Source: an optimization exercise on an open RTL-to-GDS flow (aim: small area, a short achievable clock period and few clock cycles per item). Production flows keep margins and buffers that such runs may drop.
Function was checked by simulation only, so behaviour that the tests miss may differ from the original.

==> design.v <==
package mul_pkg;
    typedef logic [32-1:0] operand_t;
    typedef logic [16-1:0] half_t;
    typedef logic [32-1:0] partial_t;
    typedef logic [2*32-1:0] product_t;
    typedef logic [$clog2(4)-1:0] step_t;
    typedef enum logic [1:0] {
        IDLE,
        RUN,
        DONE
    } seq_state_t;
endpackage
`timescale 1ns/10ps
module dadda_8x8 (
    input  logic [8-1:0]   a,
    input  logic [8-1:0]   b,
    output logic [2*8-1:0] y
);
    logic [8-1:0] pp [8];
    logic [5:0]  s1, c1;
    logic [13:0] s2, c2;
    logic [9:0]  s3, c3;
    logic [11:0] s4, c4;
    logic [13:0] c5;
    function automatic logic [1:0] fa(input logic x, input logic p, input logic q);
        fa = {(x & p) | (x & q) | (p & q), x ^ p ^ q};
    endfunction
    function automatic logic [1:0] ha(input logic x, input logic p);
        ha = {x & p, x ^ p};
    endfunction
    for (genvar i = 0; i < 8; i++) begin : g_pp
        assign pp[i] = a & {8{b[i]}};
    end
    assign {c1[0], s1[0]} = ha(pp[6][0], pp[5][1]);
    assign {c1[2], s1[2]} = ha(pp[4][3], pp[3][4]);
    assign {c1[4], s1[4]} = ha(pp[4][4], pp[3][5]);
    assign {c1[1], s1[1]} = fa(pp[7][0], pp[6][1], pp[5][2]);
    assign {c1[3], s1[3]} = fa(pp[7][1], pp[6][2], pp[5][3]);
    assign {c1[5], s1[5]} = fa(pp[7][2], pp[6][3], pp[5][4]);
    assign {c2[0], s2[0]}   = ha(pp[4][0], pp[3][1]);
    assign {c2[2], s2[2]}   = ha(pp[2][3], pp[1][4]);
    assign {c2[1], s2[1]}   = fa(pp[5][0], pp[4][1], pp[3][2]);
    assign {c2[3], s2[3]}   = fa(s1[0], pp[4][2], pp[3][3]);
    assign {c2[4], s2[4]}   = fa(pp[2][4], pp[1][5], pp[0][6]);
    assign {c2[5], s2[5]}   = fa(s1[1], s1[2], c1[0]);
    assign {c2[6], s2[6]}   = fa(pp[2][5], pp[1][6], pp[0][7]);
    assign {c2[7], s2[7]}   = fa(s1[3], s1[4], c1[1]);
    assign {c2[8], s2[8]}   = fa(c1[2], pp[2][6], pp[1][7]);
    assign {c2[9], s2[9]}   = fa(s1[5], c1[3], c1[4]);
    assign {c2[10], s2[10]} = fa(pp[4][5], pp[3][6], pp[2][7]);
    assign {c2[11], s2[11]} = fa(pp[7][3], c1[5], pp[6][4]);
    assign {c2[12], s2[12]} = fa(pp[5][5], pp[4][6], pp[3][7]);
    assign {c2[13], s2[13]} = fa(pp[7][4], pp[6][5], pp[5][6]);
    assign {c3[0], s3[0]} = ha(pp[3][0], pp[2][1]);
    assign {c3[1], s3[1]} = fa(s2[0], pp[2][2], pp[1][3]);
    assign {c3[2], s3[2]} = fa(s2[1], s2[2], c2[0]);
    assign {c3[3], s3[3]} = fa(c2[1], c2[2], s2[3]);
    assign {c3[4], s3[4]} = fa(c2[3], c2[4], s2[5]);
    assign {c3[5], s3[5]} = fa(c2[5], c2[6], s2[7]);
    assign {c3[6], s3[6]} = fa(c2[7], c2[8], s2[9]);
    assign {c3[7], s3[7]} = fa(c2[9], c2[10], s2[11]);
    assign {c3[8], s3[8]} = fa(c2[11], c2[12], s2[13]);
    assign {c3[9], s3[9]} = fa(pp[7][5], pp[6][6], pp[5][7]);
    assign {c4[0], s4[0]}   = ha(pp[2][0], pp[1][1]);
    assign {c4[1], s4[1]}   = fa(s3[0], pp[1][2], pp[0][3]);
    assign {c4[2], s4[2]}   = fa(c3[0], s3[1], pp[0][4]);
    assign {c4[3], s4[3]}   = fa(c3[1], s3[2], pp[0][5]);
    assign {c4[4], s4[4]}   = fa(c3[2], s3[3], s2[4]);
    assign {c4[5], s4[5]}   = fa(c3[3], s3[4], s2[6]);
    assign {c4[6], s4[6]}   = fa(c3[4], s3[5], s2[8]);
    assign {c4[7], s4[7]}   = fa(c3[5], s3[6], s2[10]);
    assign {c4[8], s4[8]}   = fa(c3[6], s3[7], s2[12]);
    assign {c4[9], s4[9]}   = fa(c3[7], s3[8], pp[4][7]);
    assign {c4[10], s4[10]} = fa(c3[8], s3[9], c2[13]);
    assign {c4[11], s4[11]} = fa(c3[9], pp[7][6], pp[6][7]);
    assign y[0] = pp[0][0];
    assign {c5[0], y[1]}   = ha(pp[1][0], pp[0][1]);
    assign {c5[1], y[2]}   = fa(s4[0], pp[0][2], c5[0]);
    assign {c5[2], y[3]}   = fa(c4[0], s4[1], c5[1]);
    assign {c5[3], y[4]}   = fa(c4[1], s4[2], c5[2]);
    assign {c5[4], y[5]}   = fa(c4[2], s4[3], c5[3]);
    assign {c5[5], y[6]}   = fa(c4[3], s4[4], c5[4]);
    assign {c5[6], y[7]}   = fa(c4[4], s4[5], c5[5]);
    assign {c5[7], y[8]}   = fa(c4[5], s4[6], c5[6]);
    assign {c5[8], y[9]}   = fa(c4[6], s4[7], c5[7]);
    assign {c5[9], y[10]}  = fa(c4[7], s4[8], c5[8]);
    assign {c5[10], y[11]} = fa(c4[8], s4[9], c5[9]);
    assign {c5[11], y[12]} = fa(c4[9], s4[10], c5[10]);
    assign {c5[12], y[13]} = fa(c4[10], s4[11], c5[11]);
    assign {c5[13], y[14]} = fa(c4[11], pp[7][7], c5[12]);
    assign y[15] = c5[13];
endmodule
`timescale 1ns/10ps
module dadda_16x16 (
    input  mul_pkg::half_t    a_half,
    input  mul_pkg::half_t    b_half,
    output mul_pkg::partial_t partial
);
    logic [16-1:0] y11, y12, y21, y22;
    logic [16-1:0] row_x;
    logic [16-1:0] s1, c1;
    logic [16+5:0] c2;
    function automatic logic [1:0] fa(input logic x, input logic p, input logic q);
        fa = {(x & p) | (x & q) | (p & q), x ^ p ^ q};
    endfunction
    function automatic logic [1:0] ha(input logic x, input logic p);
        ha = {x & p, x ^ p};
    endfunction
    dadda_8x8 u_ll (.a(a_half[8-1:0]),         .b(b_half[8-1:0]),         .y(y11));
    dadda_8x8 u_lh (.a(a_half[8-1:0]),         .b(b_half[16-1:8]), .y(y12));
    dadda_8x8 u_hl (.a(a_half[16-1:8]), .b(b_half[8-1:0]),         .y(y21));
    dadda_8x8 u_hh (.a(a_half[16-1:8]), .b(b_half[16-1:8]), .y(y22));
    assign row_x = {y22[8-1:0], y11[16-1:8]};
    always_comb begin
        partial[8-1:0] = y11[8-1:0];
        for (int k = 0; k < 16; k++) begin
            {c1[k], s1[k]} = fa(row_x[k], y12[k], y21[k]);
        end
        partial[8] = s1[0];
        {c2[0], partial[9]} = ha(s1[1], c1[0]);
        for (int k = 2; k < 16; k++) begin
            {c2[k-1], partial[8+k]} = fa(s1[k], c1[k-1], c2[k-2]);
        end
        {c2[15], partial[24]} = fa(y22[8], c1[15], c2[14]);
        for (int k = 9; k < 16-1; k++) begin
            {c2[k+7], partial[16+k]} = ha(y22[k], c2[k+6]);
        end
        partial[31] = y22[15] ^ c2[21];
    end
endmodule
`timescale 1ns/10ps
module mul_sequencer (
    input  logic               clk,
    input  logic               rst,
    input  logic               start,
    input  mul_pkg::operand_t  a,
    input  mul_pkg::operand_t  b,
    output mul_pkg::half_t     a_half,
    output mul_pkg::half_t     b_half,
    output mul_pkg::step_t     step,
    output logic               acc_clear,
    output logic               acc_add,
    output logic               last,
    output logic               busy,
    output logic               done
);
    mul_pkg::seq_state_t state;
    mul_pkg::operand_t   a_reg;
    mul_pkg::operand_t   b_reg;
    mul_pkg::step_t      step_next;
    assign busy      = (state != mul_pkg::IDLE);
    assign done      = (state == mul_pkg::DONE);
    assign acc_clear = start && !busy;
    assign last      = acc_add && (step == mul_pkg::step_t'(4 - 1));
    assign step_next = step + mul_pkg::step_t'(1);
    always_ff @(posedge clk) begin
        if (rst) begin
            state   <= mul_pkg::IDLE;
            step    <= '0;
            acc_add <= 1'b0;
        end else begin
            case (state)
                mul_pkg::IDLE: begin
                    if (start) begin
                        state   <= mul_pkg::RUN;
                        step    <= '0;
                        acc_add <= 1'b1;
                    end
                end
                mul_pkg::RUN: begin
                    if (last) begin
                        state   <= mul_pkg::DONE;
                        acc_add <= 1'b0;
                    end else begin
                        step <= step_next;
                    end
                end
                default: state <= mul_pkg::IDLE;
            endcase
        end
    end
    always_ff @(posedge clk) begin
        if (acc_clear) begin
            a_reg  <= a;
            b_reg  <= b;
            a_half <= a[16-1:0];
            b_half <= b[16-1:0];
        end else if (acc_add && !last) begin
            a_half <= step_next[1] ? a_reg[32-1:16] : a_reg[16-1:0];
            b_half <= step_next[0] ? b_reg[32-1:16] : b_reg[16-1:0];
        end
    end
endmodule
`timescale 1ns/10ps
module mul_accumulator (
    input  logic               clk,
    input  logic               rst,
    input  logic               acc_clear,
    input  logic               acc_add,
    input  logic               last,
    input  mul_pkg::step_t     step,
    input  mul_pkg::partial_t  partial,
    output mul_pkg::product_t  product,
    output logic               zero
);
    mul_pkg::product_t sum;
    mul_pkg::product_t addend;
    mul_pkg::product_t sum_next;
    always_comb begin
        case (step)
            0: addend = {{32{1'b0}}, partial};
            4-1: addend = {partial, {32{1'b0}}};
            default: addend = {{16{1'b0}}, partial, {16{1'b0}}};
        endcase
    end
    assign sum_next = sum + addend;
    always_ff @(posedge clk) begin
        if (acc_clear) begin
            sum <= '0;
        end else if (acc_add) begin
            sum <= sum_next;
        end
    end
    always_ff @(posedge clk) begin
        if (rst) begin
            product <= '0;
            zero    <= 1'b1;
        end else if (last) begin
            product <= sum_next;
            zero    <= (sum_next == '0);
        end
    end
endmodule
`timescale 1ns/10ps
module mul_top (
    input  logic               clk,
    input  logic               rst,
    input  logic               start,
    input  mul_pkg::operand_t  a,
    input  mul_pkg::operand_t  b,
    output logic               busy,
    output logic               done,
    output mul_pkg::product_t  product,
    output logic               zero
);
    mul_pkg::half_t    a_half;
    mul_pkg::half_t    b_half;
    mul_pkg::step_t    step;
    mul_pkg::partial_t partial;
    logic              acc_clear;
    logic              acc_add;
    logic              last;
    mul_sequencer u_seq (
        .clk       (clk),
        .rst       (rst),
        .start     (start),
        .a         (a),
        .b         (b),
        .a_half    (a_half),
        .b_half    (b_half),
        .step      (step),
        .acc_clear (acc_clear),
        .acc_add   (acc_add),
        .last      (last),
        .busy      (busy),
        .done      (done)
    );
    dadda_16x16 u_array (
        .a_half  (a_half),
        .b_half  (b_half),
        .partial (partial)
    );
    mul_accumulator u_acc (
        .clk       (clk),
        .rst       (rst),
        .acc_clear (acc_clear),
        .acc_add   (acc_add),
        .last      (last),
        .step      (step),
        .partial   (partial),
        .product   (product),
        .zero      (zero)
    );
endmodule
==> run.sh <==
#!/bin/bash
# synth_recipe.tcl (not shown) runs the flow's synth.tcl, then flattens the netlist and writes it again
# the make line also repeats each setting of config.mk as NAME=value (left out here)
make -C /OpenROAD-flow-scripts/flow DESIGN_CONFIG=/design/flow/config.mk WORK_HOME=/design/flow/orfs CLKGATE_MAP_FILE= SYNTH_SCRIPT=/design/flow/synth_recipe.tcl finish
==> config.mk <==
export PLATFORM = sky130hd
export DESIGN_NAME = mul_top
export DESIGN_NICKNAME = mul_top
export VERILOG_FILES = /design/flow/design.v
export SDC_FILE = /design/flow/constraint.sdc
export NUM_CORES = 4
export LEC_CHECK = 0
export CAP_MARGIN = 20
export CORE_MARGIN = 2
export CORE_UTILIZATION = 40
export SLEW_MARGIN = 20
==> constraint.sdc <==
create_clock -name core_clock -period 17.0 [get_ports {clk}]
set_input_delay 3.4000 -clock core_clock [delete_from_list [all_inputs] [get_ports {clk}]]
set_output_delay 3.4000 -clock core_clock [all_outputs]
set_load 0.01 [all_outputs]
==> notes.md <==
* Status: complete, no violations
* CTS tree: done
* EDFF count, synth at 96
* Hold/Removal Path Class: reg2reg
* Hpwl dp at 44.2 mm
* CP Data Required Time at 17500 ps
* Area grow syn2layout at 13.2%
* Gpl congestion at 0.888
* Post-CTS sizing at 0
* Period utilization at 0.956
* CP peak stage delay at 590 ps
* Initial antenna violation count at 1
* Area of the mapped netlist at 0.0206 mm2
* #FFs+latches synth at 230
* Crit path capture type: flip-flop
* Vias in the first global route at 16200
* Final core occ at 0.456
* Arr. time, crit path at 16760 ps
* Most numerous cell on the critical path: fa_1
* Worst skew pair latency at 570 ps
* Initial drt markers at 1016
* CP Class: reg2reg
* Top achievable clock speed at 61.5 MHz
* Clk sinks at 230
* Final setup fails at 0
* Residual DRC at 0
* Tmin final at 16260 ps
* # nets final at 2734
* Total GRT Usage at 0.214
* Max cap viols at 0
* Distinct cells, synth at 75
* Chip Width at 231 um
* Via count at 15800
* Hold_buf cts at 0
* ANT nets after route at 0
* Commonest non-fill, non-tap cell in the layout: nand2_1
* Slowest CP cell: edfxtp_1
* Initial core utilization at 0.403
* IO Count at 134
* Setup Fix Bufs, Post-CTS at 0
* Final Hold Viols at 0
* Cts bufs inserted at 27
* Commonest non-fill, non-tap cells in the layout: nand2_1 (291), inv_1 (257), and2_1 (254)
* Final WL at 56.3 mm
* Die area at 0.0534 mm2
* Placed Cells at 2989
* First drt pass iteration count at 5
* Vias/cell at 5.20
* Final max-slew violation count at 0
* Clock Root Buffer: clkbuf_16
* WL/cell at 18.5 um
* Largest net degree at the start of global routing at 98
* Clk buf depth at 3
* Row count at 83
* RSZ-0062 raised after global routing: no
* Post-Syn Nets at 2675
* Layout cells sized above 1 at 0.0403
* PortBufs at 133
* Die H at 231 um
* Biggest regs: u_acc.product: 64 flops, u_acc.sum: 64 flops
* Synthesis warning total at 5
* Final setup TNS at 0 ps
* Slew headroom at 0.370
* Synth Flop Type: dfxtp_1
* Crit start category: flip-flop
* Clk_skew at 17.2 ps
* Slew @ Worst Pin at 935 ps
* Global-route wire length before repair at 90.0 mm
* Average cell area after synthesis at 9.04 um2
* Async SR Flop Fraction at 0
* Register clock-pin slew on the reported worst setup and hold paths at 70 ps
* Maximum fanout along the worst path at 16
* Total grt overflow at 0
* Final std cells w/o fill at 3041
* Post-Syn Instances at 2280
* H-Tree Level Count at 1
* Sequential element share of the synthesized area at 0.270
* CORE AREA at 0.0511 mm2
==> metal layers <==
metal,up-vias,wire [um],global-route usage
met5,-,0,0
met4,0,1760,0.0613
li1,7592,-,-
met1,7765,25700,0.290
met2,364,26500,0.362
met3,83,2350,0.0219
==> synthesized netlist by cell type, drive strengths merged (4+ instances only) <==
cell,instances,area share
clkbuf,98,0.018
xnor2,34,0.014
a31oi,12,0.0036
fa,224,0.22
o21bai,15,0.0055
and2,256,0.078
a21o,23,0.0084
a221oi,6,0.0029
inv,257,0.047
dfxtp,134,0.13
nand3,14,0.0034
or2,5,0.0015
or3,9,0.0030
o21ai,111,0.027
ha,104,0.063
edfxtp,96,0.14
nand2b,9,0.0031
nand2,294,0.054
nand4,28,0.0085
a211oi,24,0.0092
a311oi,5,0.0021
o21a,4,0.0015
xor2,28,0.012
mux2i,91,0.044
a21oi,142,0.036
buf,22,0.0067
and3,7,0.0024
nor4,9,0.0033
o211ai,10,0.0036
nor3,19,0.0046
nor2,147,0.027
nor2b,8,0.0024
==> final cells by class <==
class,count,area [um2]
Antenna cell,1,2.50
Clock buffer,35,726
Clock inverter,15,134
Fill cell,5033,27800
Inverter,257,965
Multi-Input combinational cell,1673,13600
Sequential cell,230,5570
Tap cell,680,851
Timing Repair Buffer,150,1470
==> path summary, 6_finish.rpt <==
kind	startpoint	to	slack, ps	depth (start not counted)
setup / recovery	u_seq.a_half[1]$_DFFE_PP_	u_acc.zero$_SDFFE_PP1P_	740	49
hold / removal	u_acc.product[12]$_SDFFE_PP0P_	u_acc.product[12]$_SDFFE_PP0P_	450	2
setup reg to reg	u_seq.a_half[1]$_DFFE_PP_	u_acc.zero$_SDFFE_PP1P_	740	49
hold reg to reg	u_acc.product[12]$_SDFFE_PP0P_	u_acc.product[12]$_SDFFE_PP0P_	450	2
==> per-stage QoR <==
step	area, um2	hold WS, ps	setup WS, ps
2_1_floorplan	20600	463	2040
3_3_place_gp	22400	444	1030
3_5_place_dp	22400	446	841
4_1_cts	23300	455	818
5_1_grt	23300	468	50.7
6_report	23300	451	744
==> kinds of logic after synthesis <==
group                    Yosys count  share of synthesized area
AO/OA/AOI/OAI                    377                      0.112
AND/OR/NAND/NOR                  815                      0.195
XOR/XNOR                          62                     0.0263
multiplexers                      91                     0.0442
adder cells (fa/ha/maj)          328                      0.281
buffers and inverters            377                     0.0715
flip-flops                       230                      0.270
==> critical path, delay by kind of cell, from the launching register on <==
kind | cells | cell delay (ps)
adders and majority gates | 33 | 11990
AOI/OAI and AO/OA | 8 | 2170
and+or+nand+nor | 6 | 1290
DFF | 1 | 590
buffers and inverters | 2 | 140
Testbench counts, summed over its fixed seeds: cycles 23,992, items 4,000.

==> port drivers added, routing unchanged <==
The results above use ideal ports. As a check the final layout listed here was re-extracted and re-timed, cells and wires unchanged.
Step 1 assumes that a clkbuf_16 drives the clock port and a buf_2 every other input.
Step 2 also shifts input and output timing later by t, the mid clock arrival at the registers, as if the neighbouring blocks saw the same clock.
Slacks: ideal / step 1 / step 2; pairs: ideal / step 1.
t, ns: 0.615
setup WS [ns]: 0.744 / 0.744 / 0.744
hold slack, ns: 0.451 / 0.451 / 0.451
worst data-port slew with drivers (ns): 0.07
After both steps setup and hold are still met in this run. For this run, drivers alone change the setup slack by 0.000 ns; drivers and shift together by 0.000 ns.
